Context: an optimization exercise on an open-source flow, tuned for small area, a short achievable clock period and few clock cycles per item. The choices shown serve that exercise and are no tape-out recipe. Function was not checked in any run shown here: the RTL went through the layout flow alone.

`flow/design.v`:
```
module pipelined_floating_point_multiplier #(
  parameter int unsigned EXPONENT_WIDTH   = 8,
  parameter int unsigned MANTISSA_WIDTH   = 23,
  parameter int unsigned ROUND_TO_NEAREST = 1
) (
  input  logic        clk,
  input  logic        rst,
  input  logic        in_valid,
  output logic        in_ready,
  input  logic [31:0] a,
  input  logic [31:0] b,
  output logic        out_valid,
  input  logic        out_ready,
  output logic [31:0] out,
  output logic        underflow_flag,
  output logic        overflow_flag,
  output logic        invalid_operation_flag
);
  logic en;
  logic r2_v;
  fpm_rdy u_rdy_port (.v(r2_v), .ordy(out_ready), .rdy(in_ready));
  fpm_rdy u_rdy_en   (.v(r2_v), .ordy(out_ready), .rdy(en));
  logic        a_s, b_s;
  logic [7:0]  a_e, b_e;
  logic [22:0] a_m, b_m;
  assign {a_s, a_e, a_m} = a;
  assign {b_s, b_e, b_m} = b;
  logic a_e1, b_e1, a_ez, b_ez;
  assign a_e1 = &a_e;
  assign b_e1 = &b_e;
  assign a_ez = ~|a_e;
  assign b_ez = ~|b_e;
  logic [25:0] yy;
  logic [11:0] c_bone, c_btwo, c_bneg;
  assign yy = {1'b1, b_m, 1'b0};
  always_comb begin
    for (int k = 0; k < 12; k++) begin
      c_bone[k] = yy[2*k+1] ^ yy[2*k];
      c_btwo[k] = (yy[2*k+2] & ~yy[2*k+1] & ~yy[2*k]) | (~yy[2*k+2] & yy[2*k+1] & yy[2*k]);
      c_bneg[k] = yy[2*k+2];
    end
  end
  logic        r0_v;
  logic        r0_s;
  logic        r0_a_e1, r0_a_ez, r0_b_e1, r0_b_ez;
  logic [8:0]  r0_es;
  logic [22:0] r0_ma;
  logic [11:0] r0_bone, r0_btwo, r0_bneg;
  always_ff @(posedge clk or posedge rst) begin
    if (rst)     r0_v <= 1'b0;
    else if (en) r0_v <= in_valid;
  end
  always_ff @(posedge clk) begin
    if (en) begin
      r0_s    <= a_s ^ b_s;
      r0_a_e1 <= a_e1;
      r0_a_ez <= a_ez;
      r0_b_e1 <= b_e1;
      r0_b_ez <= b_ez;
      r0_es   <= {1'b0, a_e} + {1'b0, b_e};
      r0_ma   <= a_m;
      r0_bone <= c_bone;
      r0_btwo <= c_btwo;
      r0_bneg <= c_bneg;
    end
  end
  logic [47:17] ps, pc;
  logic         pcin;
  fpm_sigmul u_mul (.x(r0_ma), .bone(r0_bone), .btwo(r0_btwo), .bneg(r0_bneg),
                    .s(ps), .c(pc), .cin(pcin));
  logic [22:0] ym;
  always_comb begin
    for (int k = 0; k < 12; k++) begin
      if (2*k+1 <= 22) ym[2*k+1] = r0_bneg[k];
      ym[2*k] = r0_bone[k] ^ ((k == 0) ? 1'b0 : r0_bneg[(k == 0) ? 0 : k-1]);
    end
  end
  logic [23:0] za, zb;
  logic        z22, z23;
  always_comb begin
    for (int i = 0; i < 24; i++) begin
      za[i] = ~|({1'b0, r0_ma} & ((24'd1 << i) - 24'd1));
      zb[i] = ~|({1'b0, ym} & ((24'd1 << i) - 24'd1));
    end
    z22 = 1'b0;
    z23 = 1'b0;
    for (int i = 0; i <= 22; i++) z22 = z22 | (za[i] & zb[22-i]);
    for (int i = 0; i <= 23; i++) z23 = z23 | (za[i] & zb[23-i]);
  end
  logic a_nan, b_nan, a_inf, b_inf;
  logic c_nan, c_inf, c_zero, c_inv;
  logic a_mz, b_mz;
  always_comb begin
    a_mz   = ~|r0_ma;
    b_mz   = ~|ym;
    a_nan  = r0_a_e1 && !a_mz;
    b_nan  = r0_b_e1 && !b_mz;
    a_inf  = r0_a_e1 && a_mz;
    b_inf  = r0_b_e1 && b_mz;
    c_nan  = 1'b0;
    c_inf  = 1'b0;
    c_zero = 1'b0;
    c_inv  = 1'b0;
    if (a_nan || b_nan) begin
      c_nan = 1'b1;
      c_inv = (a_nan && !r0_ma[22]) || (b_nan && !ym[22]);
    end else if ((a_inf && r0_b_ez) || (r0_a_ez && b_inf)) begin
      c_nan = 1'b1;
      c_inv = 1'b1;
    end else if (a_inf || b_inf) begin
      c_inf = 1'b1;
    end else if (r0_a_ez || r0_b_ez) begin
      c_zero = 1'b1;
    end
  end
  logic signed [9:0] e1;
  assign e1 = {1'b0, r0_es} - 10'd127;
  logic        r1_s, r1_nan, r1_inf, r1_zero, r1_inv;
  logic [7:0]  r1_e;
  logic        r1_uf0, r1_uf1, r1_of0, r1_of1, r1_m0, r1_m1;
  logic [47:17] r1_ps, r1_pc;
  logic         r1_cin;
  logic        r1_st0, r1_st1;
  logic        r1_v;
  always_ff @(posedge clk or posedge rst) begin
    if (rst)     r1_v <= 1'b0;
    else if (en) r1_v <= r0_v;
  end
  always_ff @(posedge clk) begin
    if (en) begin
      r1_s    <= r0_s;
      r1_nan  <= c_nan;
      r1_inf  <= c_inf;
      r1_zero <= c_zero;
      r1_inv  <= c_inv;
      r1_e    <= e1[7:0];
      r1_uf0  <= e1 < 10'sd1;       
      r1_uf1  <= e1 < 10'sd0;       
      r1_of0  <= e1 >= 10'sd255;    
      r1_of1  <= e1 >= 10'sd254;    
      r1_m0   <= e1 == 10'sd254;    
      r1_m1   <= e1 == 10'sd253;    
      r1_ps   <= ps;
      r1_pc   <= pc;
      r1_cin  <= pcin;
      r1_st0  <= !z22;              
      r1_st1  <= !z23;              
    end
  end
  logic [47:17] r1_p;
  assign r1_p = r1_ps + r1_pc + 31'(r1_cin);
  logic        hi;
  logic [22:0] man_h, man_l;
  logic        rnd_h, rnd_l;
  logic [23:0] mr_h, mr_l;
  logic [22:0] man_r;
  logic        cy;
  logic        uf, of;
  logic [7:0]  e_p1, e_p2, e_out;
  always_comb begin
    hi    = r1_p[47];
    man_h = r1_p[46:24];
    man_l = r1_p[45:23];
    rnd_h = r1_p[23] && (r1_st1 || man_h[0]);
    rnd_l = r1_p[22] && (r1_st0 || man_l[0]);
    mr_h  = {1'b0, man_h} + 24'(rnd_h);
    mr_l  = {1'b0, man_l} + 24'(rnd_l);
    man_r = hi ? mr_h[22:0] : mr_l[22:0];
    cy    = hi ? mr_h[23] : mr_l[23];
    uf    = hi ? r1_uf1 : r1_uf0;
    of    = hi ? (r1_of1 || (r1_m1 && mr_h[23])) : (r1_of0 || (r1_m0 && mr_l[23]));
    e_p1  = r1_e + 8'd1;
    e_p2  = r1_e + 8'd2;
    e_out = (hi && cy) ? e_p2 : (hi || cy) ? e_p1 : r1_e;
  end
  logic [31:0] o_d;
  logic        uf_d, of_d, inv_d;
  always_comb begin
    o_d   = {r1_s, e_out, man_r};
    uf_d  = 1'b0;
    of_d  = 1'b0;
    inv_d = 1'b0;
    if (r1_nan) begin
      o_d   = 32'hFFC00000;
      inv_d = r1_inv;
    end else if (r1_inf) begin
      o_d = {r1_s, 8'hFF, 23'd0};
    end else if (r1_zero) begin
      o_d = {r1_s, 31'd0};
    end else if (uf) begin
      o_d  = {r1_s, 31'd0};
      uf_d = 1'b1;
    end else if (of) begin
      o_d  = {r1_s, 8'hFF, 23'd0};
      of_d = 1'b1;
    end
  end
  logic [31:0] r2_o;
  logic        r2_uf, r2_of, r2_inv;
  always_ff @(posedge clk or posedge rst) begin
    if (rst)     r2_v <= 1'b0;
    else if (en) r2_v <= r1_v;
  end
  always_ff @(posedge clk) begin
    if (en) begin
      r2_o   <= o_d;
      r2_uf  <= uf_d;
      r2_of  <= of_d;
      r2_inv <= inv_d;
    end
  end
  assign out                    = r2_o;
  assign underflow_flag         = r2_uf;
  assign overflow_flag          = r2_of;
  assign invalid_operation_flag = r2_inv;
  assign out_valid = r2_v;
endmodule
module fpm_rdy (
  input  logic v,
  input  logic ordy,
  output logic rdy
);
  assign rdy = !(v && !ordy);
endmodule
module fpm_sigmul (
  input  logic [22:0] x,
  input  logic [11:0] bone, btwo, bneg,
  output logic [47:17] s, c,
  output logic cin
);
  logic [23:0] xx;
  assign xx = {1'b1, x};
  logic [24:0] pp0;
  logic [24:0] pp1;
  logic [24:0] pp2;
  logic [24:0] pp3;
  logic [24:0] pp4;
  logic [24:0] pp5;
  logic [24:0] pp6;
  logic [24:0] pp7;
  logic [24:0] pp8;
  logic [24:0] pp9;
  logic [24:0] pp10;
  logic [24:0] pp11;
  always_comb begin
    pp0 = ({1'b0, xx} & {25{bone[0]}} | {xx, 1'b0} & {25{btwo[0]}}) ^ {25{bneg[0]}};
    pp1 = ({1'b0, xx} & {25{bone[1]}} | {xx, 1'b0} & {25{btwo[1]}}) ^ {25{bneg[1]}};
    pp2 = ({1'b0, xx} & {25{bone[2]}} | {xx, 1'b0} & {25{btwo[2]}}) ^ {25{bneg[2]}};
    pp3 = ({1'b0, xx} & {25{bone[3]}} | {xx, 1'b0} & {25{btwo[3]}}) ^ {25{bneg[3]}};
    pp4 = ({1'b0, xx} & {25{bone[4]}} | {xx, 1'b0} & {25{btwo[4]}}) ^ {25{bneg[4]}};
    pp5 = ({1'b0, xx} & {25{bone[5]}} | {xx, 1'b0} & {25{btwo[5]}}) ^ {25{bneg[5]}};
    pp6 = ({1'b0, xx} & {25{bone[6]}} | {xx, 1'b0} & {25{btwo[6]}}) ^ {25{bneg[6]}};
    pp7 = ({1'b0, xx} & {25{bone[7]}} | {xx, 1'b0} & {25{btwo[7]}}) ^ {25{bneg[7]}};
    pp8 = ({1'b0, xx} & {25{bone[8]}} | {xx, 1'b0} & {25{btwo[8]}}) ^ {25{bneg[8]}};
    pp9 = ({1'b0, xx} & {25{bone[9]}} | {xx, 1'b0} & {25{btwo[9]}}) ^ {25{bneg[9]}};
    pp10 = ({1'b0, xx} & {25{bone[10]}} | {xx, 1'b0} & {25{btwo[10]}}) ^ {25{bneg[10]}};
    pp11 = ({1'b0, xx} & {25{bone[11]}} | {xx, 1'b0} & {25{btwo[11]}}) ^ {25{bneg[11]}};
  end
  wire s1, c2;
  fpm_ha u_s1 (.a(bneg[8]), .b(pp0[16]), .s(s1), .c(c2));
  wire s3, c4;
  fpm_ha u_s3 (.a(pp0[17]), .b(pp1[15]), .s(s3), .c(c4));
  wire s5, c6;
  fpm_fa u_s5 (.a(bneg[9]), .b(pp0[18]), .ci(pp1[16]), .s(s5), .co(c6));
  wire s7, c8;
  fpm_ha u_s7 (.a(pp2[14]), .b(pp3[12]), .s(s7), .c(c8));
  wire s9, c10;
  fpm_fa u_s9 (.a(pp0[19]), .b(pp1[17]), .ci(pp2[15]), .s(s9), .co(c10));
  wire s11, c12;
  fpm_ha u_s11 (.a(pp3[13]), .b(pp4[11]), .s(s11), .c(c12));
  wire s13, c14;
  fpm_fa u_s13 (.a(bneg[10]), .b(pp0[20]), .ci(pp1[18]), .s(s13), .co(c14));
  wire s15, c16;
  fpm_fa u_s15 (.a(pp2[16]), .b(pp3[14]), .ci(pp4[12]), .s(s15), .co(c16));
  wire s17, c18;
  fpm_ha u_s17 (.a(pp5[10]), .b(pp6[8]), .s(s17), .c(c18));
  wire s19, c20;
  fpm_fa u_s19 (.a(pp0[21]), .b(pp1[19]), .ci(pp2[17]), .s(s19), .co(c20));
  wire s21, c22;
  fpm_fa u_s21 (.a(pp3[15]), .b(pp4[13]), .ci(pp5[11]), .s(s21), .co(c22));
  wire s23, c24;
  fpm_ha u_s23 (.a(pp6[9]), .b(pp7[7]), .s(s23), .c(c24));
  wire s25, c26;
  fpm_fa u_s25 (.a(bneg[11]), .b(pp0[22]), .ci(pp1[20]), .s(s25), .co(c26));
  wire s27, c28;
  fpm_fa u_s27 (.a(pp2[18]), .b(pp3[16]), .ci(pp4[14]), .s(s27), .co(c28));
  wire s29, c30;
  fpm_fa u_s29 (.a(pp5[12]), .b(pp6[10]), .ci(pp7[8]), .s(s29), .co(c30));
  wire s31, c32;
  fpm_ha u_s31 (.a(pp8[6]), .b(pp9[4]), .s(s31), .c(c32));
  wire s33, c34;
  fpm_fa u_s33 (.a(pp0[23]), .b(pp1[21]), .ci(pp2[19]), .s(s33), .co(c34));
  wire s35, c36;
  fpm_fa u_s35 (.a(pp3[17]), .b(pp4[15]), .ci(pp5[13]), .s(s35), .co(c36));
  wire s37, c38;
  fpm_fa u_s37 (.a(pp6[11]), .b(pp7[9]), .ci(pp8[7]), .s(s37), .co(c38));
  wire s39, c40;
  fpm_ha u_s39 (.a(pp9[5]), .b(pp10[3]), .s(s39), .c(c40));
  wire s41, c42;
  fpm_fa u_s41 (.a(x[0]), .b(pp0[24]), .ci(pp1[22]), .s(s41), .co(c42));
  wire s43, c44;
  fpm_fa u_s43 (.a(pp2[20]), .b(pp3[18]), .ci(pp4[16]), .s(s43), .co(c44));
  wire s45, c46;
  fpm_fa u_s45 (.a(pp5[14]), .b(pp6[12]), .ci(pp7[10]), .s(s45), .co(c46));
  wire s47, c48;
  fpm_fa u_s47 (.a(pp8[8]), .b(pp9[6]), .ci(pp10[4]), .s(s47), .co(c48));
  wire s49, c50;
  fpm_fa u_s49 (.a(x[1]), .b(bneg[0]), .ci(pp1[23]), .s(s49), .co(c50));
  wire s51, c52;
  fpm_fa u_s51 (.a(pp2[21]), .b(pp3[19]), .ci(pp4[17]), .s(s51), .co(c52));
  wire s53, c54;
  fpm_fa u_s53 (.a(pp5[15]), .b(pp6[13]), .ci(pp7[11]), .s(s53), .co(c54));
  wire s55, c56;
  fpm_fa u_s55 (.a(pp8[9]), .b(pp9[7]), .ci(pp10[5]), .s(s55), .co(c56));
  wire s57, c58;
  fpm_fa u_s57 (.a(x[2]), .b(bneg[0]), .ci(pp1[24]), .s(s57), .co(c58));
  wire s59, c60;
  fpm_fa u_s59 (.a(pp2[22]), .b(pp3[20]), .ci(pp4[18]), .s(s59), .co(c60));
  wire s61, c62;
  fpm_fa u_s61 (.a(pp5[16]), .b(pp6[14]), .ci(pp7[12]), .s(s61), .co(c62));
  wire s63, c64;
  fpm_fa u_s63 (.a(pp8[10]), .b(pp9[8]), .ci(pp10[6]), .s(s63), .co(c64));
  wire s65, c66;
  fpm_fa u_s65 (.a(x[3]), .b(~bneg[1]), .ci(~bneg[0]), .s(s65), .co(c66));
  wire s67, c68;
  fpm_fa u_s67 (.a(pp2[23]), .b(pp3[21]), .ci(pp4[19]), .s(s67), .co(c68));
  wire s69, c70;
  fpm_fa u_s69 (.a(pp5[17]), .b(pp6[15]), .ci(pp7[13]), .s(s69), .co(c70));
  wire s71, c72;
  fpm_fa u_s71 (.a(pp8[11]), .b(pp9[9]), .ci(pp10[7]), .s(s71), .co(c72));
  wire s73, c74;
  fpm_fa u_s73 (.a(x[4]), .b(1'b1), .ci(pp2[24]), .s(s73), .co(c74));
  wire s75, c76;
  fpm_fa u_s75 (.a(pp3[22]), .b(pp4[20]), .ci(pp5[18]), .s(s75), .co(c76));
  wire s77, c78;
  fpm_fa u_s77 (.a(pp6[16]), .b(pp7[14]), .ci(pp8[12]), .s(s77), .co(c78));
  wire s79, c80;
  fpm_ha u_s79 (.a(pp9[10]), .b(pp10[8]), .s(s79), .c(c80));
  wire s81, c82;
  fpm_fa u_s81 (.a(x[5]), .b(~bneg[2]), .ci(pp3[23]), .s(s81), .co(c82));
  wire s83, c84;
  fpm_fa u_s83 (.a(pp4[21]), .b(pp5[19]), .ci(pp6[17]), .s(s83), .co(c84));
  wire s85, c86;
  fpm_fa u_s85 (.a(pp7[15]), .b(pp8[13]), .ci(pp9[11]), .s(s85), .co(c86));
  wire s87, c88;
  fpm_fa u_s87 (.a(x[6]), .b(1'b1), .ci(pp3[24]), .s(s87), .co(c88));
  wire s89, c90;
  fpm_fa u_s89 (.a(pp4[22]), .b(pp5[20]), .ci(pp6[18]), .s(s89), .co(c90));
  wire s91, c92;
  fpm_ha u_s91 (.a(pp7[16]), .b(pp8[14]), .s(s91), .c(c92));
  wire s93, c94;
  fpm_fa u_s93 (.a(x[7]), .b(~bneg[3]), .ci(pp4[23]), .s(s93), .co(c94));
  wire s95, c96;
  fpm_fa u_s95 (.a(pp5[21]), .b(pp6[19]), .ci(pp7[17]), .s(s95), .co(c96));
  wire s97, c98;
  fpm_fa u_s97 (.a(x[8]), .b(1'b1), .ci(pp4[24]), .s(s97), .co(c98));
  wire s99, c100;
  fpm_ha u_s99 (.a(pp5[22]), .b(pp6[20]), .s(s99), .c(c100));
  wire s101, c102;
  fpm_fa u_s101 (.a(x[9]), .b(~bneg[4]), .ci(pp5[23]), .s(s101), .co(c102));
  wire s103, c104;
  fpm_ha u_s103 (.a(x[10]), .b(1'b1), .s(s103), .c(c104));
  wire s105, c106;
  fpm_ha u_s105 (.a(bneg[5]), .b(pp0[10]), .s(s105), .c(c106));
  wire s107, c108;
  fpm_ha u_s107 (.a(pp0[11]), .b(pp1[9]), .s(s107), .c(c108));
  wire s109, c110;
  fpm_fa u_s109 (.a(bneg[6]), .b(pp0[12]), .ci(pp1[10]), .s(s109), .co(c110));
  wire s111, c112;
  fpm_ha u_s111 (.a(pp2[8]), .b(pp3[6]), .s(s111), .c(c112));
  wire s113, c114;
  fpm_fa u_s113 (.a(pp0[13]), .b(pp1[11]), .ci(pp2[9]), .s(s113), .co(c114));
  wire s115, c116;
  fpm_ha u_s115 (.a(pp3[7]), .b(pp4[5]), .s(s115), .c(c116));
  wire s117, c118;
  fpm_fa u_s117 (.a(bneg[7]), .b(pp0[14]), .ci(pp1[12]), .s(s117), .co(c118));
  wire s119, c120;
  fpm_fa u_s119 (.a(pp2[10]), .b(pp3[8]), .ci(pp4[6]), .s(s119), .co(c120));
  wire s121, c122;
  fpm_ha u_s121 (.a(pp5[4]), .b(pp6[2]), .s(s121), .c(c122));
  wire s123, c124;
  fpm_fa u_s123 (.a(pp0[15]), .b(pp1[13]), .ci(pp2[11]), .s(s123), .co(c124));
  wire s125, c126;
  fpm_fa u_s125 (.a(pp3[9]), .b(pp4[7]), .ci(pp5[5]), .s(s125), .co(c126));
  wire s127, c128;
  fpm_ha u_s127 (.a(pp6[3]), .b(pp7[1]), .s(s127), .c(c128));
  wire s129, c130;
  fpm_fa u_s129 (.a(pp1[14]), .b(pp2[12]), .ci(pp3[10]), .s(s129), .co(c130));
  wire s131, c132;
  fpm_fa u_s131 (.a(pp4[8]), .b(pp5[6]), .ci(pp6[4]), .s(s131), .co(c132));
  wire s133, c134;
  fpm_fa u_s133 (.a(pp7[2]), .b(pp8[0]), .ci(s1), .s(s133), .co(c134));
  wire s135, c136;
  fpm_fa u_s135 (.a(pp2[13]), .b(pp3[11]), .ci(pp4[9]), .s(s135), .co(c136));
  wire s137, c138;
  fpm_fa u_s137 (.a(pp5[7]), .b(pp6[5]), .ci(pp7[3]), .s(s137), .co(c138));
  wire s139, c140;
  fpm_fa u_s139 (.a(pp8[1]), .b(c2), .ci(s3), .s(s139), .co(c140));
  wire s141, c142;
  fpm_fa u_s141 (.a(pp4[10]), .b(pp5[8]), .ci(pp6[6]), .s(s141), .co(c142));
  wire s143, c144;
  fpm_fa u_s143 (.a(pp7[4]), .b(pp8[2]), .ci(pp9[0]), .s(s143), .co(c144));
  wire s145, c146;
  fpm_fa u_s145 (.a(c4), .b(s7), .ci(s5), .s(s145), .co(c146));
  wire s147, c148;
  fpm_fa u_s147 (.a(pp5[9]), .b(pp6[7]), .ci(pp7[5]), .s(s147), .co(c148));
  wire s149, c150;
  fpm_fa u_s149 (.a(pp8[3]), .b(pp9[1]), .ci(c8), .s(s149), .co(c150));
  wire s151, c152;
  fpm_fa u_s151 (.a(s11), .b(c6), .ci(s9), .s(s151), .co(c152));
  wire s153, c154;
  fpm_fa u_s153 (.a(pp7[6]), .b(pp8[4]), .ci(pp9[2]), .s(s153), .co(c154));
  wire s155, c156;
  fpm_fa u_s155 (.a(pp10[0]), .b(c12), .ci(s17), .s(s155), .co(c156));
  wire s157, c158;
  fpm_fa u_s157 (.a(c10), .b(s13), .ci(s15), .s(s157), .co(c158));
  wire s159, c160;
  fpm_fa u_s159 (.a(pp8[5]), .b(pp9[3]), .ci(pp10[1]), .s(s159), .co(c160));
  wire s161, c162;
  fpm_fa u_s161 (.a(c18), .b(s23), .ci(c14), .s(s161), .co(c162));
  wire s163, c164;
  fpm_fa u_s163 (.a(c16), .b(s19), .ci(s21), .s(s163), .co(c164));
  wire s165, c166;
  fpm_fa u_s165 (.a(pp10[2]), .b(pp11[0]), .ci(c24), .s(s165), .co(c166));
  wire s167, c168;
  fpm_fa u_s167 (.a(s31), .b(c20), .ci(c22), .s(s167), .co(c168));
  wire s169, c170;
  fpm_fa u_s169 (.a(s25), .b(s27), .ci(s29), .s(s169), .co(c170));
  wire s171, c172;
  fpm_fa u_s171 (.a(pp11[1]), .b(c32), .ci(s39), .s(s171), .co(c172));
  wire s173, c174;
  fpm_fa u_s173 (.a(c26), .b(c28), .ci(c30), .s(s173), .co(c174));
  wire s175, c176;
  fpm_fa u_s175 (.a(s33), .b(s35), .ci(s37), .s(s175), .co(c176));
  wire s177, c178;
  fpm_fa u_s177 (.a(pp11[2]), .b(c40), .ci(c34), .s(s177), .co(c178));
  wire s179, c180;
  fpm_fa u_s179 (.a(c36), .b(c38), .ci(s41), .s(s179), .co(c180));
  wire s181, c182;
  fpm_fa u_s181 (.a(s43), .b(s45), .ci(s47), .s(s181), .co(c182));
  wire s183, c184;
  fpm_fa u_s183 (.a(pp11[3]), .b(s49), .ci(c42), .s(s183), .co(c184));
  wire s185, c186;
  fpm_fa u_s185 (.a(c44), .b(c46), .ci(c48), .s(s185), .co(c186));
  wire s187, c188;
  fpm_fa u_s187 (.a(s51), .b(s53), .ci(s55), .s(s187), .co(c188));
  wire s189, c190;
  fpm_fa u_s189 (.a(pp11[4]), .b(s57), .ci(c50), .s(s189), .co(c190));
  wire s191, c192;
  fpm_fa u_s191 (.a(c52), .b(c54), .ci(c56), .s(s191), .co(c192));
  wire s193, c194;
  fpm_fa u_s193 (.a(s59), .b(s61), .ci(s63), .s(s193), .co(c194));
  wire s195, c196;
  fpm_fa u_s195 (.a(pp11[5]), .b(s65), .ci(c58), .s(s195), .co(c196));
  wire s197, c198;
  fpm_fa u_s197 (.a(c60), .b(c62), .ci(c64), .s(s197), .co(c198));
  wire s199, c200;
  fpm_fa u_s199 (.a(s67), .b(s69), .ci(s71), .s(s199), .co(c200));
  wire s201, c202;
  fpm_fa u_s201 (.a(pp11[6]), .b(c66), .ci(s79), .s(s201), .co(c202));
  wire s203, c204;
  fpm_fa u_s203 (.a(s73), .b(c68), .ci(c70), .s(s203), .co(c204));
  wire s205, c206;
  fpm_fa u_s205 (.a(c72), .b(s75), .ci(s77), .s(s205), .co(c206));
  wire s207, c208;
  fpm_fa u_s207 (.a(pp10[9]), .b(pp11[7]), .ci(c80), .s(s207), .co(c208));
  wire s209, c210;
  fpm_fa u_s209 (.a(s81), .b(c74), .ci(c76), .s(s209), .co(c210));
  wire s211, c212;
  fpm_fa u_s211 (.a(c78), .b(s83), .ci(s85), .s(s211), .co(c212));
  wire s213, c214;
  fpm_fa u_s213 (.a(pp9[12]), .b(pp10[10]), .ci(pp11[8]), .s(s213), .co(c214));
  wire s215, c216;
  fpm_fa u_s215 (.a(s91), .b(s87), .ci(c82), .s(s215), .co(c216));
  wire s217, c218;
  fpm_fa u_s217 (.a(c84), .b(c86), .ci(s89), .s(s217), .co(c218));
  wire s219, c220;
  fpm_fa u_s219 (.a(pp8[15]), .b(pp9[13]), .ci(pp10[11]), .s(s219), .co(c220));
  wire s221, c222;
  fpm_fa u_s221 (.a(pp11[9]), .b(c92), .ci(s93), .s(s221), .co(c222));
  wire s223, c224;
  fpm_fa u_s223 (.a(c88), .b(c90), .ci(s95), .s(s223), .co(c224));
  wire s225, c226;
  fpm_fa u_s225 (.a(pp7[18]), .b(pp8[16]), .ci(pp9[14]), .s(s225), .co(c226));
  wire s227, c228;
  fpm_fa u_s227 (.a(pp10[12]), .b(pp11[10]), .ci(s99), .s(s227), .co(c228));
  wire s229, c230;
  fpm_fa u_s229 (.a(s97), .b(c94), .ci(c96), .s(s229), .co(c230));
  wire s231, c232;
  fpm_fa u_s231 (.a(pp6[21]), .b(pp7[19]), .ci(pp8[17]), .s(s231), .co(c232));
  wire s233, c234;
  fpm_fa u_s233 (.a(pp9[15]), .b(pp10[13]), .ci(pp11[11]), .s(s233), .co(c234));
  wire s235, c236;
  fpm_fa u_s235 (.a(c100), .b(s101), .ci(c98), .s(s235), .co(c236));
  wire s237, c238;
  fpm_fa u_s237 (.a(s103), .b(pp5[24]), .ci(pp6[22]), .s(s237), .co(c238));
  wire s239, c240;
  fpm_fa u_s239 (.a(pp7[20]), .b(pp8[18]), .ci(pp9[16]), .s(s239), .co(c240));
  wire s241, c242;
  fpm_fa u_s241 (.a(pp10[14]), .b(pp11[12]), .ci(c102), .s(s241), .co(c242));
  wire s243, c244;
  fpm_fa u_s243 (.a(x[11]), .b(c104), .ci(~bneg[5]), .s(s243), .co(c244));
  wire s245, c246;
  fpm_fa u_s245 (.a(pp6[23]), .b(pp7[21]), .ci(pp8[19]), .s(s245), .co(c246));
  wire s247, c248;
  fpm_fa u_s247 (.a(pp9[17]), .b(pp10[15]), .ci(pp11[13]), .s(s247), .co(c248));
  wire s249, c250;
  fpm_fa u_s249 (.a(x[12]), .b(1'b1), .ci(pp6[24]), .s(s249), .co(c250));
  wire s251, c252;
  fpm_fa u_s251 (.a(pp7[22]), .b(pp8[20]), .ci(pp9[18]), .s(s251), .co(c252));
  wire s253, c254;
  fpm_ha u_s253 (.a(pp10[16]), .b(pp11[14]), .s(s253), .c(c254));
  wire s255, c256;
  fpm_fa u_s255 (.a(x[13]), .b(~bneg[6]), .ci(pp7[23]), .s(s255), .co(c256));
  wire s257, c258;
  fpm_fa u_s257 (.a(pp8[21]), .b(pp9[19]), .ci(pp10[17]), .s(s257), .co(c258));
  wire s259, c260;
  fpm_fa u_s259 (.a(x[14]), .b(1'b1), .ci(pp7[24]), .s(s259), .co(c260));
  wire s261, c262;
  fpm_ha u_s261 (.a(pp8[22]), .b(pp9[20]), .s(s261), .c(c262));
  wire s263, c264;
  fpm_fa u_s263 (.a(x[15]), .b(~bneg[7]), .ci(pp8[23]), .s(s263), .co(c264));
  wire s265, c266;
  fpm_ha u_s265 (.a(x[16]), .b(1'b1), .s(s265), .c(c266));
  wire s267, c268;
  fpm_ha u_s267 (.a(bneg[3]), .b(pp0[6]), .s(s267), .c(c268));
  wire s269, c270;
  fpm_ha u_s269 (.a(pp0[7]), .b(pp1[5]), .s(s269), .c(c270));
  wire s271, c272;
  fpm_fa u_s271 (.a(bneg[4]), .b(pp0[8]), .ci(pp1[6]), .s(s271), .co(c272));
  wire s273, c274;
  fpm_ha u_s273 (.a(pp2[4]), .b(pp3[2]), .s(s273), .c(c274));
  wire s275, c276;
  fpm_fa u_s275 (.a(pp0[9]), .b(pp1[7]), .ci(pp2[5]), .s(s275), .co(c276));
  wire s277, c278;
  fpm_ha u_s277 (.a(pp3[3]), .b(pp4[1]), .s(s277), .c(c278));
  wire s279, c280;
  fpm_fa u_s279 (.a(pp1[8]), .b(pp2[6]), .ci(pp3[4]), .s(s279), .co(c280));
  wire s281, c282;
  fpm_fa u_s281 (.a(pp4[2]), .b(pp5[0]), .ci(s105), .s(s281), .co(c282));
  wire s283, c284;
  fpm_fa u_s283 (.a(pp2[7]), .b(pp3[5]), .ci(pp4[3]), .s(s283), .co(c284));
  wire s285, c286;
  fpm_fa u_s285 (.a(pp5[1]), .b(c106), .ci(s107), .s(s285), .co(c286));
  wire s287, c288;
  fpm_fa u_s287 (.a(pp4[4]), .b(pp5[2]), .ci(pp6[0]), .s(s287), .co(c288));
  wire s289, c290;
  fpm_fa u_s289 (.a(c108), .b(s111), .ci(s109), .s(s289), .co(c290));
  wire s291, c292;
  fpm_fa u_s291 (.a(pp5[3]), .b(pp6[1]), .ci(c112), .s(s291), .co(c292));
  wire s293, c294;
  fpm_fa u_s293 (.a(s115), .b(c110), .ci(s113), .s(s293), .co(c294));
  wire s295, c296;
  fpm_fa u_s295 (.a(pp7[0]), .b(c116), .ci(s121), .s(s295), .co(c296));
  wire s297, c298;
  fpm_fa u_s297 (.a(c114), .b(s117), .ci(s119), .s(s297), .co(c298));
  wire s299, c300;
  fpm_fa u_s299 (.a(c122), .b(s127), .ci(c118), .s(s299), .co(c300));
  wire s301, c302;
  fpm_fa u_s301 (.a(c120), .b(s123), .ci(s125), .s(s301), .co(c302));
  wire s303, c304;
  fpm_fa u_s303 (.a(c128), .b(c124), .ci(c126), .s(s303), .co(c304));
  wire s305, c306;
  fpm_fa u_s305 (.a(s129), .b(s131), .ci(s133), .s(s305), .co(c306));
  wire s307, c308;
  fpm_fa u_s307 (.a(c130), .b(c132), .ci(s135), .s(s307), .co(c308));
  wire s309, c310;
  fpm_fa u_s309 (.a(s137), .b(c134), .ci(s139), .s(s309), .co(c310));
  wire s311, c312;
  fpm_fa u_s311 (.a(c136), .b(c138), .ci(s141), .s(s311), .co(c312));
  wire s313, c314;
  fpm_fa u_s313 (.a(s143), .b(c140), .ci(s145), .s(s313), .co(c314));
  wire s315, c316;
  fpm_fa u_s315 (.a(c142), .b(c144), .ci(s147), .s(s315), .co(c316));
  wire s317, c318;
  fpm_fa u_s317 (.a(s149), .b(c146), .ci(s151), .s(s317), .co(c318));
  wire s319, c320;
  fpm_fa u_s319 (.a(c148), .b(s153), .ci(c150), .s(s319), .co(c320));
  wire s321, c322;
  fpm_fa u_s321 (.a(s155), .b(c152), .ci(s157), .s(s321), .co(c322));
  wire s323, c324;
  fpm_fa u_s323 (.a(c154), .b(s159), .ci(c156), .s(s323), .co(c324));
  wire s325, c326;
  fpm_fa u_s325 (.a(s161), .b(c158), .ci(s163), .s(s325), .co(c326));
  wire s327, c328;
  fpm_fa u_s327 (.a(c160), .b(s165), .ci(c162), .s(s327), .co(c328));
  wire s329, c330;
  fpm_fa u_s329 (.a(c164), .b(s167), .ci(s169), .s(s329), .co(c330));
  wire s331, c332;
  fpm_fa u_s331 (.a(c166), .b(s171), .ci(c168), .s(s331), .co(c332));
  wire s333, c334;
  fpm_fa u_s333 (.a(c170), .b(s173), .ci(s175), .s(s333), .co(c334));
  wire s335, c336;
  fpm_fa u_s335 (.a(c172), .b(s177), .ci(c174), .s(s335), .co(c336));
  wire s337, c338;
  fpm_fa u_s337 (.a(c176), .b(s179), .ci(s181), .s(s337), .co(c338));
  wire s339, c340;
  fpm_fa u_s339 (.a(c178), .b(s183), .ci(c180), .s(s339), .co(c340));
  wire s341, c342;
  fpm_fa u_s341 (.a(c182), .b(s185), .ci(s187), .s(s341), .co(c342));
  wire s343, c344;
  fpm_fa u_s343 (.a(c184), .b(c186), .ci(s189), .s(s343), .co(c344));
  wire s345, c346;
  fpm_fa u_s345 (.a(c188), .b(s191), .ci(s193), .s(s345), .co(c346));
  wire s347, c348;
  fpm_fa u_s347 (.a(s195), .b(c190), .ci(c192), .s(s347), .co(c348));
  wire s349, c350;
  fpm_fa u_s349 (.a(c194), .b(s197), .ci(s199), .s(s349), .co(c350));
  wire s351, c352;
  fpm_fa u_s351 (.a(s201), .b(c196), .ci(c198), .s(s351), .co(c352));
  wire s353, c354;
  fpm_fa u_s353 (.a(c200), .b(s203), .ci(s205), .s(s353), .co(c354));
  wire s355, c356;
  fpm_fa u_s355 (.a(s207), .b(c202), .ci(c204), .s(s355), .co(c356));
  wire s357, c358;
  fpm_fa u_s357 (.a(c206), .b(s209), .ci(s211), .s(s357), .co(c358));
  wire s359, c360;
  fpm_fa u_s359 (.a(s213), .b(c208), .ci(c210), .s(s359), .co(c360));
  wire s361, c362;
  fpm_fa u_s361 (.a(s215), .b(c212), .ci(s217), .s(s361), .co(c362));
  wire s363, c364;
  fpm_fa u_s363 (.a(c214), .b(s219), .ci(s221), .s(s363), .co(c364));
  wire s365, c366;
  fpm_fa u_s365 (.a(c216), .b(c218), .ci(s223), .s(s365), .co(c366));
  wire s367, c368;
  fpm_fa u_s367 (.a(c220), .b(s225), .ci(s227), .s(s367), .co(c368));
  wire s369, c370;
  fpm_fa u_s369 (.a(c222), .b(c224), .ci(s229), .s(s369), .co(c370));
  wire s371, c372;
  fpm_fa u_s371 (.a(c226), .b(s231), .ci(s233), .s(s371), .co(c372));
  wire s373, c374;
  fpm_fa u_s373 (.a(c228), .b(c230), .ci(s235), .s(s373), .co(c374));
  wire s375, c376;
  fpm_fa u_s375 (.a(c232), .b(c234), .ci(s237), .s(s375), .co(c376));
  wire s377, c378;
  fpm_fa u_s377 (.a(s239), .b(s241), .ci(c236), .s(s377), .co(c378));
  wire s379, c380;
  fpm_fa u_s379 (.a(s243), .b(c238), .ci(c240), .s(s379), .co(c380));
  wire s381, c382;
  fpm_fa u_s381 (.a(s245), .b(s247), .ci(c242), .s(s381), .co(c382));
  wire s383, c384;
  fpm_fa u_s383 (.a(c244), .b(s253), .ci(s249), .s(s383), .co(c384));
  wire s385, c386;
  fpm_fa u_s385 (.a(c246), .b(c248), .ci(s251), .s(s385), .co(c386));
  wire s387, c388;
  fpm_fa u_s387 (.a(pp11[15]), .b(c254), .ci(s255), .s(s387), .co(c388));
  wire s389, c390;
  fpm_fa u_s389 (.a(c250), .b(c252), .ci(s257), .s(s389), .co(c390));
  wire s391, c392;
  fpm_fa u_s391 (.a(pp10[18]), .b(pp11[16]), .ci(s261), .s(s391), .co(c392));
  wire s393, c394;
  fpm_fa u_s393 (.a(s259), .b(c256), .ci(c258), .s(s393), .co(c394));
  wire s395, c396;
  fpm_fa u_s395 (.a(pp9[21]), .b(pp10[19]), .ci(pp11[17]), .s(s395), .co(c396));
  wire s397, c398;
  fpm_fa u_s397 (.a(c262), .b(s263), .ci(c260), .s(s397), .co(c398));
  wire s399, c400;
  fpm_fa u_s399 (.a(s265), .b(pp8[24]), .ci(pp9[22]), .s(s399), .co(c400));
  wire s401, c402;
  fpm_fa u_s401 (.a(pp10[20]), .b(pp11[18]), .ci(c264), .s(s401), .co(c402));
  wire s403, c404;
  fpm_fa u_s403 (.a(x[17]), .b(c266), .ci(~bneg[8]), .s(s403), .co(c404));
  wire s405, c406;
  fpm_fa u_s405 (.a(pp9[23]), .b(pp10[21]), .ci(pp11[19]), .s(s405), .co(c406));
  wire s407, c408;
  fpm_fa u_s407 (.a(x[18]), .b(1'b1), .ci(pp9[24]), .s(s407), .co(c408));
  wire s409, c410;
  fpm_ha u_s409 (.a(pp10[22]), .b(pp11[20]), .s(s409), .c(c410));
  wire s411, c412;
  fpm_fa u_s411 (.a(x[19]), .b(~bneg[9]), .ci(pp10[23]), .s(s411), .co(c412));
  wire s413, c414;
  fpm_ha u_s413 (.a(x[20]), .b(1'b1), .s(s413), .c(c414));
  wire s415, c416;
  fpm_ha u_s415 (.a(bneg[2]), .b(pp0[4]), .s(s415), .c(c416));
  wire s417, c418;
  fpm_ha u_s417 (.a(pp0[5]), .b(pp1[3]), .s(s417), .c(c418));
  wire s419, c420;
  fpm_fa u_s419 (.a(pp1[4]), .b(pp2[2]), .ci(pp3[0]), .s(s419), .co(c420));
  wire s421, c422;
  fpm_fa u_s421 (.a(pp2[3]), .b(pp3[1]), .ci(c268), .s(s421), .co(c422));
  wire s423, c424;
  fpm_fa u_s423 (.a(pp4[0]), .b(c270), .ci(s273), .s(s423), .co(c424));
  wire s425, c426;
  fpm_fa u_s425 (.a(c274), .b(s277), .ci(c272), .s(s425), .co(c426));
  wire s427, c428;
  fpm_fa u_s427 (.a(c278), .b(c276), .ci(s279), .s(s427), .co(c428));
  wire s429, c430;
  fpm_fa u_s429 (.a(c280), .b(s283), .ci(c282), .s(s429), .co(c430));
  wire s431, c432;
  fpm_fa u_s431 (.a(c284), .b(s287), .ci(c286), .s(s431), .co(c432));
  wire s433, c434;
  fpm_fa u_s433 (.a(c288), .b(s291), .ci(c290), .s(s433), .co(c434));
  wire s435, c436;
  fpm_fa u_s435 (.a(c292), .b(s295), .ci(c294), .s(s435), .co(c436));
  wire s437, c438;
  fpm_fa u_s437 (.a(c296), .b(s299), .ci(c298), .s(s437), .co(c438));
  wire s439, c440;
  fpm_fa u_s439 (.a(c300), .b(c302), .ci(s303), .s(s439), .co(c440));
  wire s441, c442;
  fpm_fa u_s441 (.a(c304), .b(s307), .ci(c306), .s(s441), .co(c442));
  wire s443, c444;
  fpm_fa u_s443 (.a(c308), .b(s311), .ci(c310), .s(s443), .co(c444));
  wire s445, c446;
  fpm_fa u_s445 (.a(c312), .b(s315), .ci(c314), .s(s445), .co(c446));
  wire s447, c448;
  fpm_fa u_s447 (.a(c316), .b(s319), .ci(c318), .s(s447), .co(c448));
  wire s449, c450;
  fpm_fa u_s449 (.a(s323), .b(c320), .ci(c322), .s(s449), .co(c450));
  wire s451, c452;
  fpm_fa u_s451 (.a(c324), .b(s327), .ci(c326), .s(s451), .co(c452));
  wire s453, c454;
  fpm_fa u_s453 (.a(c328), .b(s331), .ci(c330), .s(s453), .co(c454));
  wire s455, c456;
  fpm_fa u_s455 (.a(c332), .b(s335), .ci(c334), .s(s455), .co(c456));
  wire s457, c458;
  fpm_fa u_s457 (.a(c336), .b(s339), .ci(c338), .s(s457), .co(c458));
  wire s459, c460;
  fpm_fa u_s459 (.a(c340), .b(s343), .ci(c342), .s(s459), .co(c460));
  wire s461, c462;
  fpm_fa u_s461 (.a(c344), .b(s347), .ci(c346), .s(s461), .co(c462));
  wire s463, c464;
  fpm_fa u_s463 (.a(c348), .b(s351), .ci(c350), .s(s463), .co(c464));
  wire s465, c466;
  fpm_fa u_s465 (.a(s355), .b(c352), .ci(c354), .s(s465), .co(c466));
  wire s467, c468;
  fpm_fa u_s467 (.a(s359), .b(c356), .ci(c358), .s(s467), .co(c468));
  wire s469, c470;
  fpm_fa u_s469 (.a(s363), .b(c360), .ci(c362), .s(s469), .co(c470));
  wire s471, c472;
  fpm_fa u_s471 (.a(s367), .b(c364), .ci(c366), .s(s471), .co(c472));
  wire s473, c474;
  fpm_fa u_s473 (.a(s371), .b(c368), .ci(c370), .s(s473), .co(c474));
  wire s475, c476;
  fpm_fa u_s475 (.a(c372), .b(s375), .ci(c374), .s(s475), .co(c476));
  wire s477, c478;
  fpm_fa u_s477 (.a(c376), .b(s379), .ci(s381), .s(s477), .co(c478));
  wire s479, c480;
  fpm_fa u_s479 (.a(s383), .b(c380), .ci(s385), .s(s479), .co(c480));
  wire s481, c482;
  fpm_fa u_s481 (.a(s387), .b(c384), .ci(c386), .s(s481), .co(c482));
  wire s483, c484;
  fpm_fa u_s483 (.a(s391), .b(c388), .ci(c390), .s(s483), .co(c484));
  wire s485, c486;
  fpm_fa u_s485 (.a(s395), .b(c392), .ci(c394), .s(s485), .co(c486));
  wire s487, c488;
  fpm_fa u_s487 (.a(c396), .b(s399), .ci(s401), .s(s487), .co(c488));
  wire s489, c490;
  fpm_fa u_s489 (.a(s403), .b(c400), .ci(s405), .s(s489), .co(c490));
  wire s491, c492;
  fpm_fa u_s491 (.a(c404), .b(s409), .ci(s407), .s(s491), .co(c492));
  wire s493, c494;
  fpm_fa u_s493 (.a(pp11[21]), .b(c410), .ci(s411), .s(s493), .co(c494));
  wire s495, c496;
  fpm_fa u_s495 (.a(s413), .b(pp10[24]), .ci(pp11[22]), .s(s495), .co(c496));
  wire s497, c498;
  fpm_fa u_s497 (.a(x[21]), .b(c414), .ci(~bneg[10]), .s(s497), .co(c498));
  wire s499, c500;
  fpm_ha u_s499 (.a(x[22]), .b(1'b1), .s(s499), .c(c500));
  wire s501, c502;
  fpm_ha u_s501 (.a(bneg[1]), .b(pp0[2]), .s(s501), .c(c502));
  wire s503, c504;
  fpm_ha u_s503 (.a(pp0[3]), .b(pp1[1]), .s(s503), .c(c504));
  wire s505, c506;
  fpm_fa u_s505 (.a(pp1[2]), .b(pp2[0]), .ci(s415), .s(s505), .co(c506));
  wire s507, c508;
  fpm_fa u_s507 (.a(pp2[1]), .b(c416), .ci(s417), .s(s507), .co(c508));
  wire s509, c510;
  fpm_fa u_s509 (.a(c418), .b(s267), .ci(s419), .s(s509), .co(c510));
  wire s511, c512;
  fpm_fa u_s511 (.a(s269), .b(c420), .ci(s421), .s(s511), .co(c512));
  wire s513, c514;
  fpm_fa u_s513 (.a(s271), .b(c422), .ci(s423), .s(s513), .co(c514));
  wire s515, c516;
  fpm_fa u_s515 (.a(s275), .b(c424), .ci(s425), .s(s515), .co(c516));
  wire s517, c518;
  fpm_fa u_s517 (.a(s281), .b(c426), .ci(s427), .s(s517), .co(c518));
  wire s519, c520;
  fpm_fa u_s519 (.a(s285), .b(c428), .ci(s429), .s(s519), .co(c520));
  wire s521, c522;
  fpm_fa u_s521 (.a(s289), .b(s431), .ci(c430), .s(s521), .co(c522));
  wire s523, c524;
  fpm_fa u_s523 (.a(s293), .b(c432), .ci(s433), .s(s523), .co(c524));
  wire s525, c526;
  fpm_fa u_s525 (.a(s297), .b(s435), .ci(c434), .s(s525), .co(c526));
  wire s527, c528;
  fpm_fa u_s527 (.a(s301), .b(s437), .ci(c436), .s(s527), .co(c528));
  wire s529, c530;
  fpm_fa u_s529 (.a(s305), .b(c438), .ci(s439), .s(s529), .co(c530));
  wire s531, c532;
  fpm_fa u_s531 (.a(s309), .b(c440), .ci(s441), .s(s531), .co(c532));
  wire s533, c534;
  fpm_fa u_s533 (.a(s313), .b(c442), .ci(s443), .s(s533), .co(c534));
  wire s535, c536;
  fpm_fa u_s535 (.a(s317), .b(c444), .ci(s445), .s(s535), .co(c536));
  wire s537, c538;
  fpm_fa u_s537 (.a(s321), .b(c446), .ci(s447), .s(s537), .co(c538));
  wire s539, c540;
  fpm_fa u_s539 (.a(s325), .b(c448), .ci(s449), .s(s539), .co(c540));
  wire s541, c542;
  fpm_fa u_s541 (.a(s329), .b(s451), .ci(c450), .s(s541), .co(c542));
  wire s543, c544;
  fpm_fa u_s543 (.a(s333), .b(s453), .ci(c452), .s(s543), .co(c544));
  wire s545, c546;
  fpm_fa u_s545 (.a(s337), .b(s455), .ci(c454), .s(s545), .co(c546));
  wire s547, c548;
  fpm_fa u_s547 (.a(s341), .b(c456), .ci(s457), .s(s547), .co(c548));
  wire s549, c550;
  fpm_fa u_s549 (.a(s345), .b(c458), .ci(s459), .s(s549), .co(c550));
  wire s551, c552;
  fpm_fa u_s551 (.a(s349), .b(c460), .ci(s461), .s(s551), .co(c552));
  wire s553, c554;
  fpm_fa u_s553 (.a(s353), .b(c462), .ci(s463), .s(s553), .co(c554));
  wire s555, c556;
  fpm_fa u_s555 (.a(s357), .b(s465), .ci(c464), .s(s555), .co(c556));
  wire s557, c558;
  fpm_fa u_s557 (.a(s361), .b(s467), .ci(c466), .s(s557), .co(c558));
  wire s559, c560;
  fpm_fa u_s559 (.a(s365), .b(s469), .ci(c468), .s(s559), .co(c560));
  wire s561, c562;
  fpm_fa u_s561 (.a(s369), .b(s471), .ci(c470), .s(s561), .co(c562));
  wire s563, c564;
  fpm_fa u_s563 (.a(s373), .b(s473), .ci(c472), .s(s563), .co(c564));
  wire s565, c566;
  fpm_fa u_s565 (.a(s377), .b(s475), .ci(c474), .s(s565), .co(c566));
  wire s567, c568;
  fpm_fa u_s567 (.a(c378), .b(s477), .ci(c476), .s(s567), .co(c568));
  wire s569, c570;
  fpm_fa u_s569 (.a(c382), .b(s479), .ci(c478), .s(s569), .co(c570));
  wire s571, c572;
  fpm_fa u_s571 (.a(s389), .b(s481), .ci(c480), .s(s571), .co(c572));
  wire s573, c574;
  fpm_fa u_s573 (.a(s393), .b(s483), .ci(c482), .s(s573), .co(c574));
  wire s575, c576;
  fpm_fa u_s575 (.a(s397), .b(s485), .ci(c484), .s(s575), .co(c576));
  wire s577, c578;
  fpm_fa u_s577 (.a(c398), .b(s487), .ci(c486), .s(s577), .co(c578));
  wire s579, c580;
  fpm_fa u_s579 (.a(c402), .b(s489), .ci(c488), .s(s579), .co(c580));
  wire s581, c582;
  fpm_fa u_s581 (.a(c406), .b(s491), .ci(c490), .s(s581), .co(c582));
  wire s583, c584;
  fpm_fa u_s583 (.a(c408), .b(s493), .ci(c492), .s(s583), .co(c584));
  wire s585, c586;
  fpm_fa u_s585 (.a(c412), .b(s495), .ci(c494), .s(s585), .co(c586));
  wire s587, c588;
  fpm_fa u_s587 (.a(pp11[23]), .b(s497), .ci(c496), .s(s587), .co(c588));
  wire s589, c590;
  fpm_fa u_s589 (.a(s499), .b(pp11[24]), .ci(c498), .s(s589), .co(c590));
  wire s591, c592;
  fpm_fa u_s591 (.a(1'b1), .b(c500), .ci(~bneg[11]), .s(s591), .co(c592));
  logic [47:0] r0, r1;
  logic [17:0] lsum;
  assign r0 = {c590, c588, c586, c584, c582, c580, c578, c576, c574, c572, c570, c568, c566, c564, c562, c560, c558, c556, c554, c552, c550, c548, c546, c544, c542, c540, c538, c536, c534, c532, c530, c528, c526, c524, c522, c520, c518, c516, c514, c512, c510, c508, c506, c504, c502, s501, pp0[1], bneg[0]};
  assign r1 = {s591, s589, s587, s585, s583, s581, s579, s577, s575, s573, s571, s569, s567, s565, s563, s561, s559, s557, s555, s553, s551, s549, s547, s545, s543, s541, s539, s537, s535, s533, s531, s529, s527, s525, s523, s521, s519, s517, s515, s513, s511, s509, s507, s505, s503, pp1[0], 1'b0, pp0[0]};
  assign lsum = {1'b0, r0[16:0]} + {1'b0, r1[16:0]};
  assign cin = lsum[17];
  assign s = r0[47:17];
  assign c = r1[47:17];
endmodule
module fpm_fa (
  input  logic a, b, ci,
  output logic s, co
);
  assign s  = a ^ b ^ ci;
  assign co = (a & b) | (a & ci) | (b & ci);
endmodule
module fpm_ha (
  input  logic a, b,
  output logic s, c
);
  assign s = a ^ b;
  assign c = a & b;
endmodule
```
`flow/flow/run.sh`:
```
#!/bin/bash
# Standard layout, with the port buffers as buf_2 cells instead of the
# default choice. Each tool's output goes to a log file in this folder.
set -e

export BUFFER_PORTS_ARGS="-buffer_cell sky130_fd_sc_hd__buf_2"
bash standard.sh > standard.log 2>&1
```
`flow/standard.sh`:
```
#!/bin/bash
# synth_recipe.tcl (not shown) runs the flow's synth.tcl, then flattens the netlist and writes it again
# the make line also repeats each setting of config.mk as NAME=value (left out here)
make -C /OpenROAD-flow-scripts/flow DESIGN_CONFIG=/design/flow/config.mk WORK_HOME=/design/flow/orfs CLKGATE_MAP_FILE= SYNTH_SCRIPT=/design/flow/synth_recipe.tcl "${@:-finish}"
```
`flow/config.mk`:
```
export PLATFORM = sky130hd
export DESIGN_NAME = pipelined_floating_point_multiplier
export DESIGN_NICKNAME = pipelined_floating_point_multiplier
export VERILOG_FILES = /design/flow/design.v
export SDC_FILE = /design/flow/constraint.sdc
export NUM_CORES = 4
export LEC_CHECK = 0
export CAP_MARGIN = 20
export CORE_MARGIN = 2
export CORE_UTILIZATION = 55
export SETUP_SLACK_MARGIN = 4.8
export SLEW_MARGIN = 20
export SYNTH_HIERARCHICAL = 1
```
`flow/constraint.sdc`:
```
create_clock -name core_clock -period 9.0 [get_ports {clk}]
set_input_delay 1.8000 -clock core_clock [delete_from_list [all_inputs] [get_ports {clk}]]
set_output_delay 1.8000 -clock core_clock [all_outputs]
set_load 0.01 [all_outputs]
```
==> results.cfg, run 1 <==
[drt]
met3_length_um = 6770
drc_errors = 0
dr.max_layer_used = met5
vias_per_cell = 6.54
drtPass1Iterations = 5
ant_nets = 0
wl_met2_um = 30800
avgRoutedWirePerCell_um = 25.2
drt-initial-drc-count = 1525
num_vias = 17700
drt-met1-wl_um = 28500
wl_um = 68200

[global_routing]
grt_pass1_wl_um = 106000
grt_pass1_vias = 18200
antenna_found_initial = 3
grt_max_degree = 79
grtUsageTotal = 0.321
globalRouteOverflowTotal = 0

[logic_synthesis]
syn-cell-area_mm2 = 0.0227
synth_cell_types = 80
synthArstFlopShare = 0.0155
synth_edf_count = 191
synthTopCellsByArea = edfxtp_1, fa_1, xnor2_1
synth_top_area_cell = edfxtp_1
syn_inst = 2111
ys_seq_area_frac = 0.256
synth_warnings = 8
synthFlopType = edfxtp_1
ys_ff_latch = 194
synth.avg_cell_area_um2 = 10.8
synth_top_area_share = 0.253

[layout]
multi_input_area_mm2 = 0.0162
seqCellArea_mm2 = 0.00581
fillers = 3337
diodes = 0
layout.nets = 2592
postLayoutCoreUtil = 0.616
final_layout_size_suffix_gt1_frac = 0.172
fin_cells = 2708
area_delta_synth_final_pct = 10.8

[sta]
worstMarginPinSlew_ps = 1230
period_share = 0.459
fmaxAchievable_mhz = 242
finalWorstSetupSlack_ps = 4860
setup-tns-final_ps = 0
setup_viol = 0
skew_ps = 18.5
rsz0062_at_grt = true
drv_slew = 0
max-slew-margin-rel = 0.177
fin_crit_ps = 4140
hold_viol = 0
worst_hold_slack_ps = 422

[setup_path]
cp_slowest_cell = fa_1
critPathMaxStageDelay_ps = 540
cp_top_family = adder cells
arrival_ps = 4400
cp_cell_sequence = buf_6, buf_4, a22oi_1, xnor2_1, ha_1, fa_1, fa_2, fa_1, ha_1, nand4_1, a21oi_1, a221o_1
rrSetupSlack_ps = 4860
crit_type = reg -> reg
crit_required_ps = 9260
cp-end-kind = flip-flop
critPathBufInv = 2
cp_max_fo = 6
setup.worst_path.start_class = flip-flop

[floorplan]
fp.dieW_um = 207
initial_core_util = 0.556
fp.coreArea_mm2 = 0.0408
std_cell_rows = 74
die_area_mm2 = 0.0429
ioPinCount = 105
fp.dieH_um = 207

[clock_network]
cts_tree = built
clk_path_buf_depth = 2
htree_num_levels = 4
clock_sinks = 194
hold_buffers = 0
clk_latency_ps = 500
numCtsBuffers = 17
root_buffer = clkbuf_16
clk_pin_slew_ps = 90

[placed_design]
gp_congestion = 0.867
placed_cells = 2593
dp_hpwl_um = 43800
pre_cts_slack_ps = 4220
port_buffers = 104

[outcome]
status = finished clean

[hold_path]
min_path_type = reg -> reg

[run]
drv_cap = 0
[per-module statistics from Yosys (local to each module, per instance)]
module	cells	flops+latches	cell area, um^2	copies in the design
fpm_rdy	1	0	6.26	2
fpm_sigmul	827	0	6050	1
fpm_fa	1	0	20.0	264
fpm_ha	1	0	12.5	32
pipelined_floating_point_multiplier	986	194	11000	1
[what timing repair did]
item,CTS,global route
resized for setup,40,88
hold endpoints to repair,0,0
gates cloned,2,4
endpoints found under the setup margin,41,32
buffers inserted,53,24
pin swaps,6,25
[final timing paths]
| check | endpoint | start | cells past startpoint |
|---|---|---|---|
| setup / recovery | r1_cin | r0_bone[0] | 12 |
| hold / removal | r1_s | r0_s | 0 |
| setup reg to reg | r1_cin | r0_bone[0] | 12 |
| hold reg to reg | r1_s | r0_s | 0 |
| max in group asynchronous | r2_v | rst | 2 |
| min in group asynchronous | r1_v | rst | 2 |
[cell families after synthesis]
| family | Yosys count | synth area share |
|---|---|---|
| adders and majority gates | 361 | 0.287 |
| AOI/OAI and AO/OA | 520 | 0.161 |
| xor gates and xnor gates | 377 | 0.145 |
| other | 2 | 0.000331 |
| and+or+nand+nor | 389 | 0.0903 |
| muxes | 10 | 0.00463 |
| buffers and inverters | 258 | 0.0557 |
| DFF | 194 | 0.256 |
[per-layer routing]
layer,vias to the layer above,GRT usage
met2,1013,0.495
met4,2,0.106
li1,7640,-
met5,-,0
met1,8911,0.449
met3,153,0.0734
[synth_stat cells (14+ instances only)]
library cell and number:
clkbuf_1 116, nand3_1 41, edfxtp_1 191, inv_1 41
buf_2 35, xnor2_1 333, fa_1 265, ha_1 96
buf_4 63, xor2_1 44, nand4_1 29, a22oi_1 264
nor3_1 34, o21ai_0 39, nor2_1 89, a211oi_1 23
a21oi_1 89, and2_1 14, nand2_1 82, nand2b_1 18
[area by class of cell]
class,instances,share of cell area
Multi-Input combinational cell,1673,0.642
Sequential cell,194,0.231
Timing Repair Buffer,236,0.0702
Tap cell,532,0.0265
Clock buffer,18,0.0171
Clock inverter,14,0.00681
Inverter,41,0.00612
[cells in the final DEF (no fill, tap or decap), types with 10 or more instances in the layout]
master	synthesis	layout
a211oi_1	23	20
a21o_1	11	11
a21oi_1	89	79
a22oi_1	264	250
a22oi_2	1	15
and2_1	14	13
and3_1	13	13
buf_2	35	104
buf_4	63	97
buf_6	2	22
clkbuf_16	0	18
conb_1	2	13
edfxtp_1	191	191
fa_1	265	261
ha_1	96	87
inv_1	41	41
nand2_1	82	81
nand2b_1	18	17
nand3_1	41	39
nand4_1	29	29
nor2_1	89	88
nor3_1	34	31
nor4_1	12	11
o211ai_1	12	12
o21ai_0	39	34
o21bai_1	10	10
xnor2_1	333	327
xor2_1	44	41
[through the flow]
step / area, um^2
finish: 25200
global route: 25200
CTS: 24500
detailed placement: 23200
global placement: 23200
floorplan: 22800
[state kept, by name (all words and copies together) (netlist names), 8 cells and up]
register,flops
r0_bneg,11
r1_e,8
r1_ps,31
r1_pc,31
r2_o,32
r0_es,9
r0_btwo,12
r0_bone,12
r0_ma,23
==> run 2, diff against run 1 <==
--- a/flow/config.mk
+++ b/flow/config.mk
@@ -8,5 +8,6 @@
 export CAP_MARGIN = 20
 export CORE_MARGIN = 2
-export CORE_UTILIZATION = 55
+export CORE_UTILIZATION = 40
+export CTS_BUF_LIST = sky130_fd_sc_hd__clkbuf_8 sky130_fd_sc_hd__clkbuf_16
 export SETUP_SLACK_MARGIN = 4.8
 export SLEW_MARGIN = 20
==> results.cfg, run 2 <==
[outcome]
status = finished clean

[setup_path]
timing.rr.start = r0_bone[1]
cp-end-kind = flip-flop
crit_top_cell = fa_1
reg2reg_to = r1_cin
critPathBufInv = 1
cp_cell_sequence = buf_4, a22oi_2, xnor2_1, fa_1, fa_1, fa_1, fa_1, ha_1, a21o_1, a21o_1, a221o_1
cp_max_fo = 5
critPathMaxStageDelay_ps = 540
crit_required_ps = 9260
r2r_cells = 11
cp_slowest_cell = fa_1
arrival_ps = 4400
setup.worst_path.start_class = flip-flop
rrSetupSlack_ps = 4860
crit_type = reg -> reg
cp_top_family = adder cells

[global_routing]
grt_pass1_vias = 17500
grt_max_degree = 133
globalRouteOverflowTotal = 0
grt_pass1_wl_um = 102000
antenna_found_initial = 1
grtUsageTotal = 0.225

[sta]
fmaxAchievable_mhz = 241
setup_viol = 0
drv_slew = 0
rsz0062_at_grt = true
period_share = 0.460
fin_crit_ps = 4140
max-slew-margin-rel = 0.234
hold_viol = 0
worst_hold_slack_ps = 431
setup-tns-final_ps = 0
worstMarginPinSlew_ps = 1150
skew_ps = 28.5

[logic_synthesis]
synthFlopType = edfxtp_1
synthTopCellsByArea = edfxtp_1, fa_1, xnor2_1
netlist_top_cells_count = xnor2_1, fa_1, a22oi_1, edfxtp_1, clkbuf_1
syn-cell-area_mm2 = 0.0227
ys_seq_area_frac = 0.256
synth_top_area_cell = edfxtp_1
syn_inst = 2111
synthArstFlopShare = 0.0155
synth.avg_cell_area_um2 = 10.8
synth_cell_types = 80
synth_edf_count = 191
synth_warnings = 8
yosysMostFrequentCell = xnor2_1
ys_ff_latch = 194
synth_top_area_share = 0.253

[drt]
vias_per_cell = 5.87
num_vias = 17300
drc_errors = 0
drt-initial-drc-count = 1909
drtPass1Iterations = 6
ant_nets = 0
wl_um = 66400
avgRoutedWirePerCell_um = 22.6

[floorplan]
fp.dieW_um = 242
ioPinCount = 105
fp.dieH_um = 242
initial_core_util = 0.403
fp.coreArea_mm2 = 0.0563
std_cell_rows = 87
die_area_mm2 = 0.0587

[layout]
final_layout_size_suffix_gt1_frac = 0.169
diodes = 0
final_common_cell = xnor2_1
postLayoutCellArea_mm2 = 0.0253
largest_registers = r2_o: 32 flops, r1_pc: 31 flops, r1_ps: 31 flops
layout.nets = 2601
largest_register_ffs = 32
area_delta_synth_final_pct = 11.7
fillers = 5250
regMostFlops = r2_o
layout_common_cells = xnor2_1, fa_1, a22oi_1
postLayoutCoreUtil = 0.450

[clock_network]
clk_pin_slew_ps = 90
root_buffer = clkbuf_16
clock_sinks = 194
clk_path_buf_depth = 2
htree_num_levels = 4
cts_tree = built
clk_latency_ps = 510
numCtsBuffers = 17

[placed_design]
dp_hpwl_um = 42400
port_buffers = 104
placed_area_mm2 = 0.0235
gp_congestion = 0.851

[hold_path]
whs_endpoint = r1_s
min_path_type = reg -> reg
whs_path_depth = 0
worstHoldStart = r0_s

[run]
drv_cap = 0
==> run 2: cell count changes in the layout (fill, tap and decap cells not counted), sizes merged <==
| cell | previous run | this run |
|---|---|---|
| buf | 232 | 242 |
| clkbuf | 20 | 19 |
| clkinvlp | 0 | 1 |
| bufbuf | 2 | 1 |
==> run 2: layout make-up <==
cell class | instances | area [um^2] | share of cell area
clock buffers | 17 | 425 | 0.0168
well taps | 756 | 946 | 0.0373
repair buffers | 245 | 1790 | 0.0705
inverters | 41 | 154 | 0.00607
multi-input cells | 1673 | 16000 | 0.633
clock inverters | 15 | 184 | 0.00726
flip-flops and latches | 194 | 5810 | 0.229
==> run 2: repair_timing <==
action | 4_1_cts | 5_1_grt
endpoints found under the setup margin | 47 | 34
cloned | 1 | 4
hold buffers | 0 | 0
endpoints found under the hold margin | 0 | 0
pin swaps | 3 | 25
buffers inserted | 74 | 23
gates resized for setup | 20 | 62
==> run 2: per-layer routing <==
| metal | up-vias | wire length, um | track usage |
|---|---|---|---|
| li1 | 7677 | - | - |
| met1 | 8571 | 28600 | 0.311 |
| met2 | 891 | 29900 | 0.348 |
| met3 | 130 | 5980 | 0.0521 |
| met4 | 0 | 1960 | 0.0763 |
| met5 | - | 0 | 0 |
==> run 2: stage by stage <==
step,setup slack (ps),cells
after global routing,4740,2941
after floorplan,4800,2122
after detailed placement,4130,2807
after CTS,4750,2914
after global placement,4210,2806
final,4860,2941
==> run 2: kinds of logic (layout without fill, tap and decap cells) <==
kind of cell	Yosys count	after routing	synth area share
AOI/OAI and AO/OA	520	520	0.161
and+or+nand+nor	389	392	0.0903
xor gates and xnor gates	377	377	0.145
adders and majority gates	361	361	0.287
buffers and inverters	258	318	0.0557
DFF	194	194	0.256
muxes	10	10	0.00463
other	2	13	0.000331
==> run 2: how the worst max path moves through the flow <==
stage | end | depth (start not counted) | startpoint | slack [ps]
6_report | r1_cin | 11 | r0_bone[1] | 4860
5_1_grt | r2_o[18] | 13 | r1_ps[36] | 4740
4_1_cts | r1_cin | 11 | r0_ma[12] | 4750
3_5_place_dp | r1_cin | 11 | r0_ma[8] | 4130
3_3_place_gp | r1_cin | 11 | r0_bone[0] | 4210
2_1_floorplan | r1_cin | 12 | r0_bneg[0] | 4800
==> run 2: worst reg2reg max path: stages (launching register included) <==
cell and delay (ps):
edfxtp_1 510, buf_4 220, a22oi_2 170, xnor2_1 160
fa_1 490, fa_1 430, fa_1 540, fa_1 430
ha_1 320, a21o_1 170, a21o_1 170, a221o_1 290
==> run 2: per-module statistics from Yosys, one instance, submodules excluded <==
module	cells inside	flip-flops and latches
fpm_rdy	1	0
fpm_ha	1	0
pipelined_floating_point_multiplier	986	194
fpm_sigmul	827	0
fpm_fa	1	0

==> re-timing with driven ports <==
Ports are ideal in the flow. The routed layouts listed here were re-timed in OpenROAD.
Step 1: set_driving_cell puts a clkbuf_16 on clk and a buf_2 on each other input, an assumption about the parent block.
Step 2 moves the port delays by t, midway between the first and last clock arrival at a register: inputs arrive t later, outputs are due t later. That takes back most of the time a late clock gives input paths.
Three values: ideal, step 1, step 2; two values: the first two.
run	shift t [ns]	setup WS [ns]	hold WS [ns]
run 1	0.548	4.865 / 4.865 / 4.865	0.422 / 0.422 / 0.422
run 2	0.555	4.857 / 4.857 / 4.857	0.431 / 0.431 / 0.431
After both steps setup and hold are still met in every run listed.
